Source: an optimization exercise on an open RTL-to-GDS flow (aim: a short achievable clock period and few clock cycles). Production flows keep margins and buffers that such runs may drop.
Function was checked by simulation only, so behaviour that the tests miss may differ from the original.
No activity file was given, so power comes from the tool's default toggle rates.

Design mips_pipeline, start of the top module:
module mips_pipeline #(
  parameter logic [mips_pkg::xlen-1:0] reset_pc = '0
) (
  input  logic                      clk,
  input  logic                      reset,
  output logic [mips_pkg::xlen-1:0] pc,
  input  logic [mips_pkg::xlen-1:0] instr,
  output logic                      memwrite,
  output logic [mips_pkg::xlen-1:0] memaddr,
  output logic [mips_pkg::xlen-1:0] memwritedata,
  input  logic [mips_pkg::xlen-1:0] memreaddata
);
Size: ~160 I/O pins.
make LEC_CHECK=0 CAP_MARGIN=20 CORE_MARGIN=2 CORE_UTILIZATION=40 SETUP_SLACK_MARGIN=4 SLEW_MARGIN=20 finish   # period 6.5 ns
run.sh (not shown) runs the stock make flow with config.mk's settings and CLKGATE_MAP_FILE= SYNTH_SCRIPT=/design/flow/synth_recipe.tcl, a recipe that flattens the netlist after the stock synthesis.
Testbench counts at the start, summed over its fixed seeds: cycles 51,992.
Next try:
--- a/flow/design.v
+++ b/flow/design.v
@@ -115,16 +115,14 @@
 import mips_pkg::*;
 module register_file (
   input  logic                            clk,
   input  logic                            reset,
   input  logic                            we,
   input  logic [mips_pkg::reg_addr_w-1:0] ra1,
   input  logic [mips_pkg::reg_addr_w-1:0] ra2,
-  input  logic [31:0]                     rsel1,   
-  input  logic [31:0]                     rsel2,   
   input  logic [mips_pkg::reg_addr_w-1:0] wa,
   input  logic [mips_pkg::xlen-1:0]       wd,
   output logic [mips_pkg::xlen-1:0]       rd1,
   output logic [mips_pkg::xlen-1:0]       rd2
 );
   logic [31:1][xlen-1:0] regs;   
   logic [31:0][xlen-1:0] view;
@@ -135,27 +133,16 @@
       if (reset)
         regs[i] <= '0;
       else if (we && (wa == 5'(i)))
         regs[i] <= wd;
     end
   end
   assign view = {regs, {xlen{1'b0}}};
-  logic [xlen-1:0] sel_val1, sel_val2;
-  always_comb
-  begin
-    sel_val1 = '0;
-    sel_val2 = '0;
-    for (int i = 1; i < 32; i++)
-    begin
-      sel_val1 = sel_val1 | ({xlen{rsel1[i]}} & view[i]);
-      sel_val2 = sel_val2 | ({xlen{rsel2[i]}} & view[i]);
-    end
-  end
-  assign rd1 = (we && (wa == ra1) && (ra1 != '0)) ? wd : sel_val1;
-  assign rd2 = (we && (wa == ra2) && (ra2 != '0)) ? wd : sel_val2;
+  assign rd1 = (we && (wa == ra1) && (ra1 != '0)) ? wd : view[ra1];
+  assign rd2 = (we && (wa == ra2) && (ra2 != '0)) ? wd : view[ra2];
 endmodule
 `default_nettype wire
 `timescale 1ns/100ps
 `default_nettype none
 import mips_pkg::*;
 module hazard_unit (
   input  logic                            ex_regwrite,
@@ -281,15 +268,14 @@
   output logic [mips_pkg::xlen-1:0] memwritedata,
   input  logic [mips_pkg::xlen-1:0] memreaddata
 );
   localparam int bw = 5;    
   logic            d_valid;
   logic [31:0]     d_instr;
   logic [31:0]     d_pc4;
-  logic [31:0]     d_rs_sel, d_rt_sel;   
   logic            d_pred;
   mips_pkg::ctrl_t e_ctrl;
   logic [31:0]     e_a, e_b, e_sd;   
   logic            e_fsdl;
   logic [4:0]      e_dst;
   logic [31:0]     e_alt;    
   logic            e_pred;
@@ -330,16 +316,14 @@
   always_ff @(posedge clk)
   begin
     if (!stall)
     begin
       d_valid <= 1'b1;
       d_instr <= instr;
       d_pc4   <= pc_plus4;
-      d_rs_sel <= 32'd1 << instr[25:21];
-      d_rt_sel <= 32'd1 << instr[20:16];
       d_pred  <= f_pred;
     end
     if (reset || redirect)
       d_valid <= 1'b0;
   end
   mips_pkg::ctrl_t dec_ctrl, id_ctrl;
   logic [4:0]      id_dst, id_rs, id_rt;
@@ -357,16 +341,14 @@
   assign m_value = m_load ? memreaddata : m_result;
   register_file u_rf (
     .clk   (clk),
     .reset (reset),
     .we    (m_regwrite),
     .ra1   (id_rs),
     .ra2   (id_rt),
-    .rsel1 (d_rs_sel),
-    .rsel2 (d_rt_sel),
     .wa    (m_dst),
     .wd    (m_value),
     .rd1   (id_rs_val),
     .rd2   (id_rt_val)
   );
   hazard_unit u_hz (
     .ex_regwrite (e_ctrl.regwrite),
Outcome: Total power went down by 0.40%; first-iteration DRC count drops by 50%; utilization is lower by 0.87 points; count of clock-buffer cells in the layout goes down by 18; global-route usage goes down by 11 points; final cell count shrinks by 3.3%; setup slack degrades by 0.10 ns.
Testbench counts after the change, summed over its fixed seeds: cycles 51,992.

## port drivers added, routing unchanged
How much do the figures lean on ideal ports? The routed layouts below were timed once more, with nothing changed but the port constraints. Step 1 sets driving cells, clkbuf_16 on the clock port and buf_2 on the other inputs (assumed; they add their load-dependent delay and slew). Step 2, shift: input delay + t, output delay - t, t = (earliest + latest rising clock arrival at the registers) / 2. This alone moves slack from input paths to output paths. Slacks: ideal / step 1 / step 2; pairs: ideal / step 1.
run	shift t [ns]	slack for setup (ns)	worst setup path after step 2	worst register clock-pin slew, ns	worst slew at a driven data input, ns
the first run	0.882	3.321 / 3.321 / 2.504	input to register	0.07 / 0.07	0.15
the second run	0.868	3.220 / 3.220 / 2.643	input to register	0.07 / 0.07	0.05
After both steps setup and hold are still met in every run listed. For the first run, which loses most, drivers alone change the setup slack by 0.000 ns; drivers and shift together by -0.817 ns.
